What follows belongs to an exercise in optimizing a design on an open flow for small area, a short achievable clock period and few clock cycles per item; a production flow would make more cautious choices.
Only simulation tests tie the RTL to the original design; equivalence was not proved.
No activity file was given, so power comes from the tool's default toggle rates.

==> flow/design.v, too long to show whole: its modules and the start of the top module <==
// module csa_fa: 10 lines
// module csa_ha: 9 lines
// module csa_pg: 11 lines
// module csa_gc: 8 lines
// module csa_bsel: 9 lines
// module csa_bseln: 9 lines
// module param_wallace_multiplier: 3553 lines
module param_wallace_multiplier
#(
    parameter int WIDTH = 32
) (
    input  logic                 clk,
    input  logic                 rst,
    input  logic [WIDTH-1:0]     a,
    input  logic [WIDTH-1:0]     b,
    input  logic                 signed_mode,
    input  logic                 in_valid,
    output logic                 in_ready,
    output logic [2*WIDTH-1:0]   product,
    output logic                 out_valid,
    input  logic                 out_ready
);
  // ...
==> flow/run.sh <==
#!/bin/bash
# synth_recipe.tcl (not shown) runs the flow's synth.tcl, then flattens the netlist and writes it again
# the make line also repeats each setting of config.mk as NAME=value (left out here)
make -C /OpenROAD-flow-scripts/flow DESIGN_CONFIG=/design/flow/config.mk WORK_HOME=/design/flow/orfs CLKGATE_MAP_FILE= SYNTH_SCRIPT=/design/flow/synth_recipe.tcl finish
==> flow/config.mk <==
export PLATFORM = sky130hd
export DESIGN_NAME = param_wallace_multiplier
export DESIGN_NICKNAME = param_wallace_multiplier
export VERILOG_FILES = /design/flow/design.v
export SDC_FILE = /design/flow/constraint.sdc
export NUM_CORES = 4
export LEC_CHECK = 0
export CAP_MARGIN = 20
export CORE_MARGIN = 2
export CORE_UTILIZATION = 60
export SETUP_SLACK_MARGIN = 2.5
export SLEW_MARGIN = 20
export SYNTH_HIERARCHICAL = 1
export SYNTH_MINIMUM_KEEP_SIZE = 0
==> flow/constraint.sdc <==
create_clock -name core_clock -period 5.0 [get_ports {clk}]
set_input_delay 1.0000 -clock core_clock [delete_from_list [all_inputs] [get_ports {clk}]]
set_output_delay 1.0000 -clock core_clock [all_outputs]
set_load 0.01 [all_outputs]
==> notes.md, run 1 <==
ClkCell Share: 4.43%
Reg2reg start: st2_q[223]$_DFFE_PN_
Total grt overflow: 0
Largest cell class: multi-input gates
Largest net degree at the start of global routing: 137
Initial core utilization: 60.8%
Area after DPL: 43,600 um^2
Sequential Power: 0.0101 W
Cell Chain, Critical Path: fa_2 > fa_1 > fa_2 > fa_2
Final Cycle Share: 54.4%
Die area: 72,000 um^2
Met3 wire len: 16,700 um
Post-synth top area share: 41.3%
Post-placement cell count: 3,964
Crit path buffers/inverters: 0
Data arrival time of the worst path: 3.03 ns
Cell internal pwr: 0.0208 W
Fin worst setup slack: 2.28 ns
Distinct cell type count after synthesis: 27
ANT cells: 1
Status: timing/DRC/antenna clean
Root Buffer: clkbuf_16
Final cell count without fillers: 4,166
CTS sink cnt: 581
Synth warn: 10
Fin. max-slew vios: 0
Clock power frac: 13.9%
Mapped cell area: 41,900 um^2
Tot GR Track Use: 35.1%
CP endpoint: st6_q[85]$_DFFE_PN_
Testbench counts, summed over its fixed seeds: cycles 8,032, items 8,000.
==> inputs of run 2 (changes only) <==
--- a/flow/config.mk
+++ b/flow/config.mk
@@ -8,7 +8,7 @@
 export CAP_MARGIN = 20
 export CORE_MARGIN = 2
 export CORE_UTILIZATION = 60
-export SETUP_SLACK_MARGIN = 2.5
+export SETUP_SLACK_MARGIN = 2.0
 export SLEW_MARGIN = 20
 export SYNTH_HIERARCHICAL = 1
 export SYNTH_MINIMUM_KEEP_SIZE = 0
==> run 2 against run 1 <==
Still clean. Critical path depth is 1 higher. Register-to-register slack worse by 0.23 ns. Non-clock buffer count is 47 lower. Worst setup slack worse by 0.23 ns. Critical path type unchanged. Critical endpoint is now st2_q[160]$_DFFE_PN_.
==> notes.md, run 2 <==
Synthesized area per cell: 14.4 um^2
Ratio of cells with drive above 1 in the final layout: 7.10%
Biggest register: st2_q
WP depth: 5
Fin. max-slew vios: 0 (unchanged)
RSZ-0062 raised after global routing: false
Status: timing/DRC/antenna clean
Post-synth EDFFs: 577
Worst Tran Pin Value: 0.996 ns
Initial core utilization: 60.8% (unchanged)
Antenna violations before repair: 7
Ports: 135
Multi-input gate area: 22,600 um^2
Die X: 268 um
GRT Max-Usage Layer: met2
Grt met2 use: 49.7%
Number of flip-flops in the largest register: 306
Min-Delay Path Class: reg -> reg
Post-route ant nets: 0
Clk latency of the worst-skew pair: 0.62 ns
Mapped cell area: 41,900 um^2 (unchanged)
Drt drc: 0
Post-route minimum period: 2.95 ns
Area Growth Syn to Fin: 9.60%
CTS sink cnt: 581 (unchanged)
Hold path cells: 0
Final cell count without fillers: 4,114 (-1.2%)
WL final: 123,000 um
Cts bufs inserted: 67
Tot GR Track Use: 34.7% (-0.39 points)
RD Place Congestion: 0.964
Critical-path top delay cell: edfxtp_1
IO buf count: 134
Crit-path max cell delay: 0.95 ns
Top post-synthesis cells by area: edfxtp_1 (41%), fa_1 (23%), xnor2_1 (11%)
Endpoint class of the critical path: flip-flop
Vias in the first global route: 28,000
Largest registers: st2_q: 306 flops, st6_q: 125 flops, product_q: 64 flops
Root Buffer: clkbuf_16
Final Cycle Share: 58.9% (+4.5 points)
Vias per cell: 6.68
Post-synth top area share: 41.3% (unchanged)
Seq/Total Area, Yosys: 41.5%
Total grt overflow: 0 (unchanged)
First-pass DRT Iterations: 6
Vias post-DR: 27,500
Distinct cell type count after synthesis: 27 (unchanged)
Max Clk Rate: 339 MHz
Crit path buffers/inverters: 1 (+1)
Post-placement cell count: 3,961 (-0.076%)
Slew headroom: 33.6%
WS Path Type: reg -> reg
Most common cell on crit path: fa_1
Max Fanout on Critical Path: 10
Core Region: 68,900 um^2
Leakage: 18.0 nW
Data arrival time of the worst path: 3.27 ns (+0.24 ns)
# fillers: 5,073
Die height: 268 um
PwrDens: 726 nW/um^2
Largest net degree at the start of global routing: 123 (-10%)
Crit path launch type: flip-flop
Post-route cell area: 46,000 um^2
Clock slew at reported path FFs: 0.06 ns
Htree depth: 3
Clock Skews: 0.0209 ns
Most common cell after layout, fill and taps aside: edfxtp_1
Post-Syn Instances: 2,916
Final hold viol count: 0
Final nets: 3,805
Iteration-0 DRC Markers: 4,182
Cell taking the most area after synthesis: edfxtp_1
Critical path's top delay family: adder cells
Synthesized flop and latch total: 581
Reg area: 17,400 um^2
Worst endpoint required time: 5.33 ns
Synth cell count leaders: edfxtp_1 (577), o22ai_1 (544), xnor2_1 (528)
Finish-stage setup viols: 0
Top FF cell, synth: edfxtp_1
First-pass GRT wire length: 180,000 um
WL/cell: 29.9 um
Clock Path Buffers: 3
Met1 Use GR: 48.4%
DPL Wire Length: 84,700 um
CTS tree: built
Die area: 72,000 um^2 (unchanged)
Reg2reg path depth: 5
Top-count cell post-synth: edfxtp_1
Number of max-cap violations: 0
Async SR Flop Fraction: 0%
Most frequent cells in the layout: edfxtp_1 (577), o22ai_1 (544), xnor2_1 (528)
Met3 Usage GRT: 11.5%
# rows: 96
Synth warn: 10 (unchanged)
Peak supply drop: 842 uV
Cell Chain, Critical Path: buf_4 > xnor2_1 > o22ai_1 > fa_1 > fa_1
Area after DPL: 43,500 um^2 (-0.18%)
==> run 2: report_power, final <==
| group | internal (W) | total (W) | switching [W] | leakage, nW |
|---|---|---|---|---|
| clock | 0.00278 | 0.00480 | 0.00202 | 1.02 |
| sequential | 0.00896 | 0.00982 | 0.000867 | 6.27 |
| combinational | 0.00774 | 0.0188 | 0.0110 | 10.7 |
==> run 2: per-module statistics from Yosys (local to each module, per instance) <==
module | area (um^2) | copies in the design
csa_gc | 7.51 | 62
csa_fa | 20.0 | 482
csa_ha | 12.5 | 105
csa_bseln | 6.26 | 544
param_wallace_multiplier | 25400 | 1
csa_pg | 13.8 | 122
==> run 2: timing repair <==
| item | CTS | global route |
|---|---|---|
| gates resized for setup | 1 | 0 |
| setup endpoints to repair | 36 | 34 |
| cloned | 0 | 0 |
| setup buffers | 7 | 27 |
| hold buffers | 0 | 0 |
| pin swaps | 0 | 0 |
==> run 2: logic make-up (layout without fill, tap and decap cells) <==
| kind of cell | count (synthesis) | in the layout | share of synthesized area (%) |
|---|---|---|---|
| compound gates | 745 | 745 | 11.6 |
| xor+xnor | 591 | 591 | 12.3 |
| fa+ha+maj | 602 | 602 | 26.6 |
| buf+inv | 184 | 432 | 4.71 |
| flops | 581 | 581 | 41.5 |
| mux | 2 | 2 | 0.0477 |
| other cells | 2 | 21 | 0.0179 |
| simple gates | 209 | 209 | 3.18 |
==> run 2: path summary, 6_finish.rpt <==
path                      start                    to  slack, ns
max           a_q[15]$_DFFE_PN_  st2_q[160]$_DFFE_PN_       2.05
min          st2_q[3]$_DFFE_PN_    st6_q[3]$_DFFE_PN_       0.42
max reg2reg   a_q[15]$_DFFE_PN_  st2_q[160]$_DFFE_PN_       2.05
min reg2reg  st2_q[3]$_DFFE_PN_    st6_q[3]$_DFFE_PN_       0.42
==> run 2: per-stage QoR <==
step | util [%] | TNS (ns) | worst slack, ns | total power [W] | hold slack, ns
after floorplan | - | -3014.93 | -5.23 | 0.0196 | 0.400
after global placement | 63.1 | 0 | 1.79 | 0.0275 | 0.403
after detailed placement | 63.1 | 0 | 1.75 | 0.0281 | 0.408
after CTS | 66.2 | 0 | 2.00 | 0.0329 | 0.421
after global routing | 66.7 | 0 | 2.02 | 0.0353 | 0.437
final | 66.7 | 0 | 2.05 | 0.0334 | 0.421
==> run 2: routing by layer <==
| layer | vias up | wire [um] |
|---|---|---|
| li1 | 11200 | - |
| met1 | 13600 | 47900 |
| met2 | 2211 | 52200 |
| met3 | 478 | 16300 |
| met4 | 4 | 6700 |
| met5 | - | 62 |
==> run 2: cell type report <==
| cell class | instances | share of cell area [%] |
|---|---|---|
| Multi-Input combinational cell | 2168 | 49.2 |
| Sequential cell | 581 | 37.9 |
| Timing Repair Buffer | 265 | 5.37 |
| Clock buffer | 79 | 3.75 |
| Tap cell | 931 | 2.53 |
| Clock inverter | 37 | 0.833 |
| Inverter | 51 | 0.425 |
| Antenna cell | 2 | 0.0109 |
==> inputs of run 3 (changes only) <==
--- a/flow/config.mk
+++ b/flow/config.mk
@@ -8,7 +8,7 @@
 export CAP_MARGIN = 20
 export CORE_MARGIN = 2
 export CORE_UTILIZATION = 60
-export SETUP_SLACK_MARGIN = 2.0
+export SETUP_SLACK_MARGIN = 2.4
 export SLEW_MARGIN = 20
 export SYNTH_HIERARCHICAL = 1
 export SYNTH_MINIMUM_KEEP_SIZE = 0
==> run 3 against run 2 <==
Still clean. Largest cell class unchanged. Count of clock-buffer cells in the layout stayed put. Highest routed layer unchanged. Utilization is 1.6 points higher. Sequential share of layout area fell by 0.87 points.
==> notes.md, run 3 <==
Status: timing/DRC/antenna clean
Synth cell count leaders: edfxtp_1 (577), o22ai_1 (544), xnor2_1 (528)
Vias post-DR: 27,700 (+0.65%)
Clock Path Buffers: 3 (unchanged)
Crit path launch type: flip-flop
Die height: 268 um (unchanged)
Slew headroom: 45.6% (+12 points)
Most common cell after layout, fill and taps aside: edfxtp_1
Data arrival time of the worst path: 3.04 ns (-0.23 ns)
Post-synth top area share: 41.3% (unchanged)
Post-CTS Hold Fix Bufs: 0 (unchanged)
Multi-input gate area: 23,500 um^2 (+3.8%)
Vias in the first global route: 28,400 (+1.3%)
Ports: 135 (unchanged)
Ratio of cells with drive above 1 in the final layout: 11.6% (+4.5 points)
Final Cycle Share: 53.9% (-5.0 points)
Final hold viol count: 0 (unchanged)
Iteration-0 DRC Markers: 4,033 (-3.6%)
DPL Wire Length: 84,700 um (unchanged)
Core Region: 68,900 um^2 (unchanged)
PwrDens: 735 nW/um^2 (+1.2%)
Die X: 268 um (unchanged)
Die area: 72,000 um^2 (unchanged)
Max Clk Rate: 371 MHz (+9.3%)
Largest family of logic cells by synthesized area: adder cells
Synthesized area per cell: 14.4 um^2 (unchanged)
Worst Tran Pin Value: 0.816 ns (-0.180 ns)
Post-synth EDFFs: 577 (unchanged)
Reg area: 17,400 um^2 (unchanged)
First-pass DRT Iterations: 8 (+2)
# rows: 96 (unchanged)
Clock slew at reported path FFs: 0.06 ns (about the same)
Cts bufs inserted: 67 (unchanged)
Synth warn: 10 (unchanged)
Seq/Total Area, Yosys: 41.5% (unchanged)
Post-route minimum period: 2.70 ns (-0.252 ns)
Xor and xnor fraction of the mapped netlist area: 12.3% (unchanged)
Peak supply drop: 904 uV (+7.4%)
Largest net degree at the start of global routing: 123 (unchanged)
Area after DPL: 43,500 um^2 (unchanged)
Mux cell area share after synthesis: 0.0477% (unchanged)
First-pass GRT wire length: 182,000 um (+1.1%)
ANT cells: 0 (-2)
Drt drc: 0 (unchanged)
Max Fanout on Critical Path: 1 (-9)
Antenna violations before repair: 6 (-1)
Async SR Flop Fraction: 0% (unchanged)
Post-Syn Instances: 2,916 (unchanged)
Total grt overflow: 0 (unchanged)
Distinct cell type count after synthesis: 27 (unchanged)
Mapped cell area: 41,900 um^2 (unchanged)
CTS sink cnt: 581 (unchanged)
Largest registers: st2_q: 306 flops, st6_q: 125 flops, product_q: 64 flops
Vias per cell: 6.70 (+0.23%)
Finish-stage setup viols: 0 (unchanged)
Htree depth: 3 (unchanged)
CTS tree: built
Synthesized flop and latch total: 581 (unchanged)
Min-Delay Path Class: reg -> reg
WL/cell: 30.2 um (+0.89%)
Endpoint class of the critical path: flip-flop
Worst endpoint required time: 5.34 ns (about the same)
RD Place Congestion: 0.964 (unchanged)
Fin worst setup slack: 2.30 ns (+0.252 ns)
Top-count cell post-synth: edfxtp_1
RSZ-0062 raised after global routing: true
Initial core utilization: 60.8% (unchanged)
Share of synthesized cell area in full adder, half adder and majority cells: 26.6% (unchanged)
Top post-synthesis cells by area: edfxtp_1 (41%), fa_1 (23%), xnor2_1 (11%)
Top FF cell, synth: edfxtp_1
Post-synthesis simple-gate area fraction: 3.18% (unchanged)
IO buf count: 134 (unchanged)
Final nets: 3,824 (+0.50%)
Post-route cell area: 47,100 um^2 (+2.4%)
Post-synthesis compound-gate area fraction: 11.6% (unchanged)
Most frequent cells in the layout: edfxtp_1 (577), o22ai_1 (542), xnor2_1 (488)
Fin. max-slew vios: 0 (unchanged)
Cell taking the most area after synthesis: edfxtp_1
Clk latency of the worst-skew pair: 0.62 ns (about the same)
WS Path Type: reg -> reg
Number of flip-flops in the largest register: 306 (unchanged)
Leakage: 18.3 nW (+1.6%)
WL final: 125,000 um (+1.3%)
Clock Skews: 0.0249 ns (+0.00400 ns)
Area Growth Syn to Fin: 12.2%
Post-Place Worst Slack: 1.75 ns (unchanged)
# fillers: 4,924 (-2.9%)
Post-route ant nets: 0 (unchanged)
Biggest register: st2_q
Number of max-cap violations: 0 (unchanged)
Root Buffer: clkbuf_16
Tot GR Track Use: 35.1% (+0.42 points)
-- run 3: through the flow --
stage	TNS (ns)	std cells	power [W]	hold slack (ns)	utilization, %
floorplan	-3014.93	2933	0.0196	0.400	-
global placement	0	3961	0.0275	0.403	63.1
detailed placement	0	3961	0.0281	0.408	63.1
CTS	0	4122	0.0335	0.421	67.1
global route	0	4131	0.0364	0.437	68.2
finish	0	4131	0.0346	0.420	68.2
-- run 3: power by group --
| part | leakage [nW] | internal (W) | switching (W) |
|---|---|---|---|
| logic | 11.0 | 0.00858 | 0.0113 |
| clock network | 1.02 | 0.00278 | 0.00202 |
| registers | 6.27 | 0.00897 | 0.000953 |
-- run 3: Yosys stat by module (local to each module, per instance) --
module	cells inside	flip-flops and latches	times used	cell area (um^2)
csa_pg	2	0	122	13.8
csa_bseln	1	0	544	6.26
csa_gc	1	0	62	7.51
csa_fa	1	0	482	20.0
param_wallace_multiplier	1479	581	1	25400
csa_ha	1	0	105	12.5
-- run 3: worst paths after layout --
path | start | to | slack (ns) | cells after the start
max | st2_q[185]$_DFFE_PN_ | st6_q[73]$_DFFE_PN_ | 2.30 | 4
min | st2_q[3]$_DFFE_PN_ | st6_q[3]$_DFFE_PN_ | 0.42 | 0
max reg2reg | st2_q[185]$_DFFE_PN_ | st6_q[73]$_DFFE_PN_ | 2.30 | 4
min reg2reg | st2_q[3]$_DFFE_PN_ | st6_q[3]$_DFFE_PN_ | 0.42 | 0
-- run 3: cells by family after synthesis --
logic type,after synthesis
adders and majority gates,602
and+or+nand+nor,209
muxes,2
xor gates and xnor gates,591
buffers and inverters,184
DFF,581
other,2
AOI/OAI and AO/OA,745
-- run 3: metal layers --
layer	share of wire [%]	wire length [um]	up-vias	track usage (%)
met1	38	47900	13700	49.0
met4	5.4	6760	2	16.2
li1	-	-	11200	-
met5	0.010	13	-	0
met2	43	53300	2251	50.1
met3	14	16900	472	11.7
-- run 3: critical path, cell delays in order, from the launching register on --
cell and delay [ns]:
edfxtp_1 0.43, fa_1 0.52, fa_2 0.38, fa_1 0.60
fa_2 0.48
-- run 3: cell type report --
type                       instances  share of cell area (%)
clock buffer                      79                    3.66
clock inverter                    37                   0.814
inverter                          51                   0.415
multi-input combinational       2168                    49.9
sequential                       581                    37.0
tap                              931                    2.48
timing repair buffer             284                    5.71
-- run 3: what timing repair did --
action	4_1_cts	5_1_grt
endpoints found under the hold margin	0	0
setup buffers	45	9
gates resized for setup	67	104
pin swaps	14	30
setup endpoints to repair	258	87
==> inputs of run 4 (changes only) <==
--- a/flow/config.mk
+++ b/flow/config.mk
@@ -8,7 +8,7 @@
 export CAP_MARGIN = 20
 export CORE_MARGIN = 2
 export CORE_UTILIZATION = 60
-export SETUP_SLACK_MARGIN = 2.4
+export SETUP_SLACK_MARGIN = 2.2
 export SLEW_MARGIN = 20
 export SYNTH_HIERARCHICAL = 1
 export SYNTH_MINIMUM_KEEP_SIZE = 0
==> run 4 against run 3 <==
Flip-flop and latch count is the same. Die area is the same. Sequential power fell by 1%. Area after synthesis is the same. Utilization down 1.5 points. Worst hold slack hardly changed. Critical path type unchanged. Non-clock buffer count is 16 lower.
==> notes.md, run 4 <==
Status: timing/DRC/antenna clean
Finish-stage setup viols: 0 (unchanged)
# rows: 96 (unchanged)
Crit path buffers/inverters: 1 (+1)
Ratio of cells with drive above 1 in the final layout: 7.41% (-4.2 points)
Clock Path Buffers: 3 (unchanged)
Most common cell on crit path: fa_1
Largest net degree at the start of global routing: 123 (unchanged)
Area Growth Syn to Fin: 9.78%
RD Place Congestion: 0.964 (unchanged)
Antenna violations before repair: 8 (+2)
CTS tree: built
Iteration-0 DRC Markers: 4,218 (+4.6%)
CTS sink cnt: 581 (unchanged)
Hold Slack: 0.420 ns (+0.000256 ns)
Post-CTS Hold Fix Bufs: 0 (unchanged)
Most common cell after layout, fill and taps aside: edfxtp_1
Post-route minimum period: 2.76 ns (+0.0648 ns)
Initial core utilization: 60.8% (unchanged)
Peak supply drop: 874 uV (-3.3%)
Post-Syn Instances: 2,916 (unchanged)
Number of flip-flops in the largest register: 306 (unchanged)
Synthesized area per cell: 14.4 um^2 (unchanged)
Fin worst setup slack: 2.24 ns (-0.0648 ns)
Post-synth top area share: 41.3% (unchanged)
Final hold viol count: 0 (unchanged)
Largest registers: st2_q: 306 flops, st6_q: 125 flops, product_q: 64 flops
DPL Wire Length: 84,700 um (unchanged)
Critical-path top delay cell: buf_4
Vias per cell: 6.70 (about the same)
Worst Tran Pin Value: 0.786 ns (-0.0306 ns)
Async SR Flop Fraction: 0% (unchanged)
Crit path launch type: flip-flop
Clock Skews: 0.0217 ns (-0.00322 ns)
Leakage: 18.0 nW (-1.5%)
Synth warn: 10 (unchanged)
RSZ-0062 raised after global routing: false
Endpoint class of the critical path: flip-flop
Hold path cells: 0 (unchanged)
Post-Place Worst Slack: 1.75 ns (unchanged)
Crit-path max cell delay: 0.53 ns (-0.07 ns)
Mapped cell area: 41,900 um^2 (unchanged)
Max Fanout on Critical Path: 35 (+34)
Data arrival time of the worst path: 3.11 ns (+0.07 ns)
Final nets: 3,808 (-0.42%)
Final core utilization: 66.8% (-1.5 points)
Tot GR Track Use: 34.8% (-0.23 points)
Reg2reg path depth: 5 (+1)
WS Path Type: reg -> reg
Number of max-cap violations: 0 (unchanged)
IO buf count: 134 (unchanged)
Endpoint of the worst-slack reg-to-reg timing path: st2_q[212]$_DFFE_PN_
Top-count cell post-synth: edfxtp_1
Final Cycle Share: 55.2% (+1.3 points)
Drt drc: 0 (unchanged)
WL final: 123,000 um (-1.2%)
Root Buffer: clkbuf_16
Worst endpoint required time: 5.35 ns (about the same)
PwrDens: 728 nW/um^2 (-0.97%)
Critical path's top delay family: adder cells
R2R Setup Slk: 2.24 ns (-0.06 ns)
Vias post-DR: 27,600 (-0.33%)
Total grt overflow: 0 (unchanged)
Cell Chain, Critical Path: buf_4 > xnor2_1 > o22ai_1 > fa_1 > fa_1
Clock slew at reported path FFs: 0.06 ns (about the same)
Synthesized flop and latch total: 581 (unchanged)
Die X: 268 um (unchanged)
Clk latency of the worst-skew pair: 0.62 ns (about the same)
Core Region: 68,900 um^2 (unchanged)
Worst hold start: st2_q[3]$_DFFE_PN_
First-pass DRT Iterations: 8 (unchanged)
Min-Delay Path Class: reg -> reg
Top post-synthesis cells by area: edfxtp_1 (41%), fa_1 (23%), xnor2_1 (11%)
WL/cell: 30.0 um (-0.80%)
Ports: 135 (unchanged)
Max Clk Rate: 362 MHz (-2.3%)
Most frequent cells in the layout: edfxtp_1 (577), o22ai_1 (544), xnor2_1 (528)
Distinct cell type count after synthesis: 27 (unchanged)
Final Power: 0.0335 W (-3.1%)
Biggest register: st2_q
# fillers: 5,051 (+2.6%)
Fin. max-slew vios: 0 (unchanged)
Synth cell count leaders: edfxtp_1 (577), o22ai_1 (544), xnor2_1 (528)
Slew headroom: 47.6% (+2.0 points)
Cts bufs inserted: 67 (unchanged)
First-pass GRT wire length: 181,000 um (-0.53%)
Post-route ant nets: 0 (unchanged)
Seq/Total Area, Yosys: 41.5% (unchanged)
ANT cells: 0 (unchanged)
Top FF cell, synth: edfxtp_1
Post-synth EDFFs: 577 (unchanged)
Htree depth: 3 (unchanged)
Cell taking the most area after synthesis: edfxtp_1
Die height: 268 um (unchanged)
Hold-critical path endpoint: st6_q[3]$_DFFE_PN_
Reg2reg start: neg[9]$_DFFE_PN_
Die area: 72,000 um^2 (unchanged)
Vias in the first global route: 28,300 (-0.28%)
## run 4: cell counts after synthesis
No cell type changed its count.
## run 4: kinds of logic (layout without fill, tap and decap cells)
family,Yosys count,in the layout,share of synthesized area (%)
flip-flops,581,581,41.5
XOR/XNOR,591,591,12.3
adder cells (fa/ha/maj),602,602,26.6
AO/OA/AOI/OAI,745,745,11.6
AND/OR/NAND/NOR,209,209,3.18
buffers and inverters,184,435,4.71
multiplexers,2,2,0.0477
other,2,19,0.0179
## run 4: cell type report
cell class,instances,area [um^2],area share [%]
Multi-Input combinational cell,2168,22700,49.2
Inverter,51,195,0.424
Sequential cell,581,17400,37.8
Timing Repair Buffer,268,2510,5.46
Tap cell,931,1160,2.53
Clock buffer,79,1720,3.74
Clock inverter,37,383,0.832
## run 4: modules after synthesis (local to each module, per instance)
module,flops+latches,cells,area (um^2)
csa_pg,0,2,13.8
csa_gc,0,1,7.51
csa_fa,0,1,20.0
csa_ha,0,1,12.5
param_wallace_multiplier,581,1479,25400
csa_bseln,0,1,6.26
## run 4: what timing repair did
action / CTS / global route
setup buffers: 28 / 10
pin swaps: 0 / 0
gates resized for setup: 3 / 14
endpoints found under the setup margin: 166 / 68
## run 4: worst max path at each step
stage                         startpoint                   end  slack [ns]  cells after the start
finish                  neg[9]$_DFFE_PN_  st2_q[212]$_DFFE_PN_        2.24                      5
global route        st2_q[211]$_DFFE_PN_   st6_q[81]$_DFFE_PN_        2.20                      4
detailed placement     neg[15]$_DFFE_PN_  st2_q[262]$_DFFE_PN_        1.75                      5
floorplan                      out_ready      a_q[0]$_DFFE_PN_       -5.23                      2
global placement               out_ready              in_ready        1.79                      4
CTS                    neg[13]$_DFFE_PN_  st2_q[258]$_DFFE_PN_        2.21                      5
## run 4: stage by stage
step	TNS (ns)	cell area [um^2]	cells
6_report	0	46000	4115
5_1_grt	0	46000	4115
4_1_cts	0	45900	4105
3_5_place_dp	0	43500	3961
3_3_place_gp	0	43500	3961
2_1_floorplan	-3014.93	42000	2933
## run 4: where the power goes
part | internal [W] | total, W | leakage (nW) | switching [W]
Combinational | 0.00784 | 0.0189 | 10.7 | 0.0110
Clock | 0.00278 | 0.00481 | 1.02 | 0.00202
Sequential | 0.00896 | 0.00982 | 6.27 | 0.000863
## run 4: layer usage
layer,vias to the layer above,GRT usage (%),routed length [um]
met4,4,16.3,7070
met3,491,11.9,17000
met1,13600,48.3,47300
met2,2289,49.8,51900
met5,-,0.135,26
li1,11200,-,-
==> inputs of run 5 (changes only) <==
--- a/flow/config.mk
+++ b/flow/config.mk
@@ -8,7 +8,7 @@
 export CAP_MARGIN = 20
 export CORE_MARGIN = 2
 export CORE_UTILIZATION = 60
-export SETUP_SLACK_MARGIN = 2.2
+export SETUP_SLACK_MARGIN = 2.3
 export SLEW_MARGIN = 20
 export SYNTH_HIERARCHICAL = 1
 export SYNTH_MINIMUM_KEEP_SIZE = 0
==> run 5 against run 4 <==
Count of clock-buffer cells in the layout did not move. Synthesized cell count did not move. Utilization is 0.30 points higher. Sequential share of layout area shrank 0.17 points. Clock power about the same. Clock skew fell by 0.0014 ns. Critical path depth is 4 higher. Combinational power barely moved. Worst setup slack improved by 0.063 ns. Global-route usage rose by 0.092 points. Sequential power barely moved. Non-clock buffer count is 6 higher.
==> notes.md, run 5 <==
Initial core utilization: 60.8% (unchanged)
Worst endpoint required time: 5.36 ns (about the same)
Antenna violations before repair: 5 (-3)
Multi-input gate area: 22,800 um^2 (+0.60%)
Vias in the first global route: 28,300 (-0.17%)
Async SR Flop Fraction: 0% (unchanged)
Vias post-DR: 27,600 (+0.072%)
Post-route ant nets: 0 (unchanged)
Reg area: 17,400 um^2 (unchanged)
Slew headroom: 44.9% (-2.7 points)
Seq/Total Area, Yosys: 41.5% (unchanged)
Synth warn: 10 (unchanged)
PwrDens: 732 nW/um^2 (+0.63%)
Clk latency of the worst-skew pair: 0.62 ns (about the same)
Post-placement cell count: 3,961 (unchanged)
Final Cycle Share: 54.0% (-1.3 points)
Cts bufs inserted: 67 (unchanged)
Total grt overflow: 0 (unchanged)
Number of flip-flops in the largest register: 306 (unchanged)
CTS sink cnt: 581 (unchanged)
Final Power: 0.0339 W (+1.1%)
Largest net degree at the start of global routing: 123 (unchanged)
Die X: 268 um (unchanged)
Combinational share of power: 56.8% (+0.5 points)
First-pass DRT Iterations: 6 (-2)
Ports: 135 (unchanged)
ANT cells: 0 (unchanged)
# fillers: 5,036 (-0.30%)
Top post-synthesis cells by area: edfxtp_1 (41%), fa_1 (23%), xnor2_1 (11%)
Post-route cell area: 46,200 um^2 (+0.45%)
WL final: 124,000 um (+0.69%)
Die height: 268 um (unchanged)
Ratio of cells with drive above 1 in the final layout: 8.40% (+0.99 points)
Final hold viol count: 0 (unchanged)
CTS tree: built
Post-CTS Hold Fix Bufs: 0 (unchanged)
Endpoint class of the critical path: flip-flop
Max Clk Rate: 371 MHz (+2.3%)
Synthesized flop and latch total: 581 (unchanged)
Fin. max-slew vios: 0 (unchanged)
Final nets: 3,814 (+0.16%)
Post-route minimum period: 2.70 ns (-0.0626 ns)
WS Path Type: reg -> reg
Top-count cell post-synth: edfxtp_1
Peak supply drop: 947 uV (+8.3%)
Most common cell after layout, fill and taps aside: edfxtp_1
Biggest register: st2_q
Iteration-0 DRC Markers: 4,128 (-2.1%)
Post-synth EDFFs: 577 (unchanged)
Top FF cell, synth: edfxtp_1
RD Place Congestion: 0.964 (unchanged)
Status: timing/DRC/antenna clean
Post-synth top area share: 41.3% (unchanged)
Htree depth: 3 (unchanged)
Vias per cell: 6.70 (about the same)
First-pass GRT wire length: 181,000 um (+0.14%)
# rows: 96 (unchanged)
Root Buffer: clkbuf_16
Finish-stage setup viols: 0 (unchanged)
Data arrival time of the worst path: 3.06 ns (-0.05 ns)
Clock power frac: 14.2% (-0.2 points)
Area after DPL: 43,500 um^2 (unchanged)
IO buf count: 134 (unchanged)
Drt drc: 0 (unchanged)
Max Fanout on Critical Path: 3 (-91%)
Synth cell count leaders: edfxtp_1 (577), o22ai_1 (544), xnor2_1 (528)
Clock slew at reported path FFs: 0.06 ns (about the same)
DPL Wire Length: 84,700 um (unchanged)
RSZ-0062 raised after global routing: true
NetSw: 0.0140 W (+0.58%)
Cell taking the most area after synthesis: edfxtp_1
Area Growth Syn to Fin: 10.3%
Worst Tran Pin Value: 0.826 ns (+0.0408 ns)
Cell internal pwr: 0.0199 W (+1.5%)
Post-Syn Instances: 2,916 (unchanged)
Distinct cell type count after synthesis: 27 (unchanged)
Switching Share: 41.4% (-0.21 points)
Clock Skews: 0.0203 ns (-0.00141 ns)
Core Region: 68,900 um^2 (unchanged)
Seq pwr share: 29.0% (-0.3 points)
WL/cell: 30.1 um (+0.54%)
Number of max-cap violations: 0 (unchanged)
Die area: 72,000 um^2 (unchanged)
Clock Path Buffers: 3 (unchanged)
Largest registers: st2_q: 306 flops, st6_q: 125 flops, product_q: 64 flops
Leakage: 18.0 nW (+0.16%)
Final cell count without fillers: 4,121 (+0.15%)
Most frequent cells in the layout: edfxtp_1 (577), o22ai_1 (544), xnor2_1 (526)
Crit path launch type: flip-flop
Min-Delay Path Class: reg -> reg
Tot GR Track Use: 34.9% (+0.092 points)
Synthesized area per cell: 14.4 um^2 (unchanged)
Mapped cell area: 41,900 um^2 (unchanged)
## run 5: cell types whose count changed in the layout (fill, tap and decap cells not counted), sizes merged
cell	previous run	this run
buf	134	140
clkbuf	79	80
dlygate4sd2	2	1
## run 5: layout make-up
type / instances / share of cell area, %
clock buffers: 79 / 3.72
inverters: 51 / 0.422
multi-input cells: 2168 / 49.3
flip-flops and latches: 581 / 37.6
repair buffers: 274 / 5.59
well taps: 931 / 2.52
clock inverters: 37 / 0.828
## run 5: logic make-up (layout without fill, tap and decap cells)
group,Yosys count,in the layout,synth area share (%)
AOI/OAI and AO/OA,745,745,11.6
adders and majority gates,602,602,26.6
xor gates and xnor gates,591,591,12.3
DFF,581,581,41.5
and+or+nand+nor,209,209,3.18
buffers and inverters,184,441,4.71
other,2,19,0.0179
muxes,2,2,0.0477
## run 5: layer usage
layer	part of all wire, %	track usage [%]	wire length (um)
met4	5.5	16.1	6800
met1	39	48.7	48200
met2	42	49.8	52500
met5	0.010	0	13
met3	13	11.8	16600
## run 5: stage by stage
stage	hold slack, ns	util [%]	setup slack (ns)	setup TNS [ns]
2_1_floorplan	0.400	-	-5.23	-3014.93
3_3_place_gp	0.403	63.1	1.79	0
3_5_place_dp	0.408	63.1	1.75	0
4_1_cts	0.421	66.7	2.30	0
5_1_grt	0.437	67.1	2.29	0
6_report	0.420	67.1	2.30	0
## run 5: worst paths after layout
path / start / endpoint / slack (ns) / depth (start not counted)
hold / removal: st2_q[3]$_DFFE_PN_ / st6_q[3]$_DFFE_PN_ / 0.42 / 0
setup reg to reg: st6_q[96]$_DFFE_PN_ / product_q[63]$_DFFE_PN_ / 2.30 / 9
hold reg to reg: st2_q[3]$_DFFE_PN_ / st6_q[3]$_DFFE_PN_ / 0.42 / 0
setup / recovery: st6_q[96]$_DFFE_PN_ / product_q[63]$_DFFE_PN_ / 2.30 / 9
## run 5: power by group through the flow
stage / registers, W / logic (W) / clock network [W]
6_report: 0.00983 / 0.0192 / 0.00482
5_1_grt: 0.0100 / 0.0207 / 0.00503
4_1_cts: 0.00984 / 0.0184 / 0.00487
3_5_place_dp: 0.00996 / 0.0181 / 0
3_3_place_gp: 0.00991 / 0.0176 / 0
2_1_floorplan: 0.00993 / 0.00963 / 0
## run 5: repair_timing
action	in CTS	in global routing
resized for setup	21	34
endpoints found under the hold margin	0	0
endpoints found under the setup margin	217	83
pin swaps	0	14
buffers inserted	31	13
## run 5: worst max-delay path: stages, from the launching register on
cell and delay (ns):
edfxtp_1 0.41, ha_1 0.36, a21o_1 0.28, a21o_1 0.24, a21o_1 0.23, a21o_1 0.22, a21o_1 0.16, a21o_1 0.21
a21o_1 0.18, xor2_1 0.15
## run 5: Yosys stat by module, one instance, submodules excluded
| module | area, um^2 | cells | flops+latches |
|---|---|---|---|
| csa_pg | 13.8 | 2 | 0 |
| csa_fa | 20.0 | 1 | 0 |
| csa_gc | 7.51 | 1 | 0 |
| csa_bseln | 6.26 | 1 | 0 |
| csa_ha | 12.5 | 1 | 0 |
| param_wallace_multiplier | 25400 | 1479 | 581 |

==> static timing again, ports no longer ideal <==
In the flow no input, the clock included, has a driving cell. The finished layouts below were timed again as built, in two steps. Step 1, drivers: a clkbuf_16 drives clk and a buf_2 each remaining input, both assumed. Step 2 moves the port delays by t, midway between the first and last clock arrival at a register: inputs arrive t later, outputs are due t later. That takes back most of the time a late clock gives input paths. Slacks: ideal ports / drivers / drivers and shift; pairs: ideal ports / drivers.
run | shift t [ns] | setup slack, ns | worst setup path at the end | latest minus earliest clock arrival (ns) | slew at the worst register clock pin (ns)
run 1 | 0.680 | 2.280 / 2.280 / 2.263 | input to register | 0.034 / 0.034 | 0.06 / 0.06
run 2 | 0.674 | 2.053 / 2.040 / 1.876 | input to register | 0.021 / 0.022 | 0.06 / 0.06
run 3 | 0.671 | 2.305 / 2.305 / 2.028 | input to register | 0.025 / 0.025 | 0.06 / 0.06
run 4 | 0.678 | 2.240 / 2.240 / 2.123 | input to register | 0.022 / 0.022 | 0.06 / 0.06
run 5 | 0.673 | 2.302 / 2.302 / 2.078 | input to register | 0.020 / 0.020 | 0.06 / 0.06
After both steps every run listed still meets setup and hold. The setup slack of run 3, which loses most, moves by 0.000 ns with the drivers and by -0.277 ns with both steps.
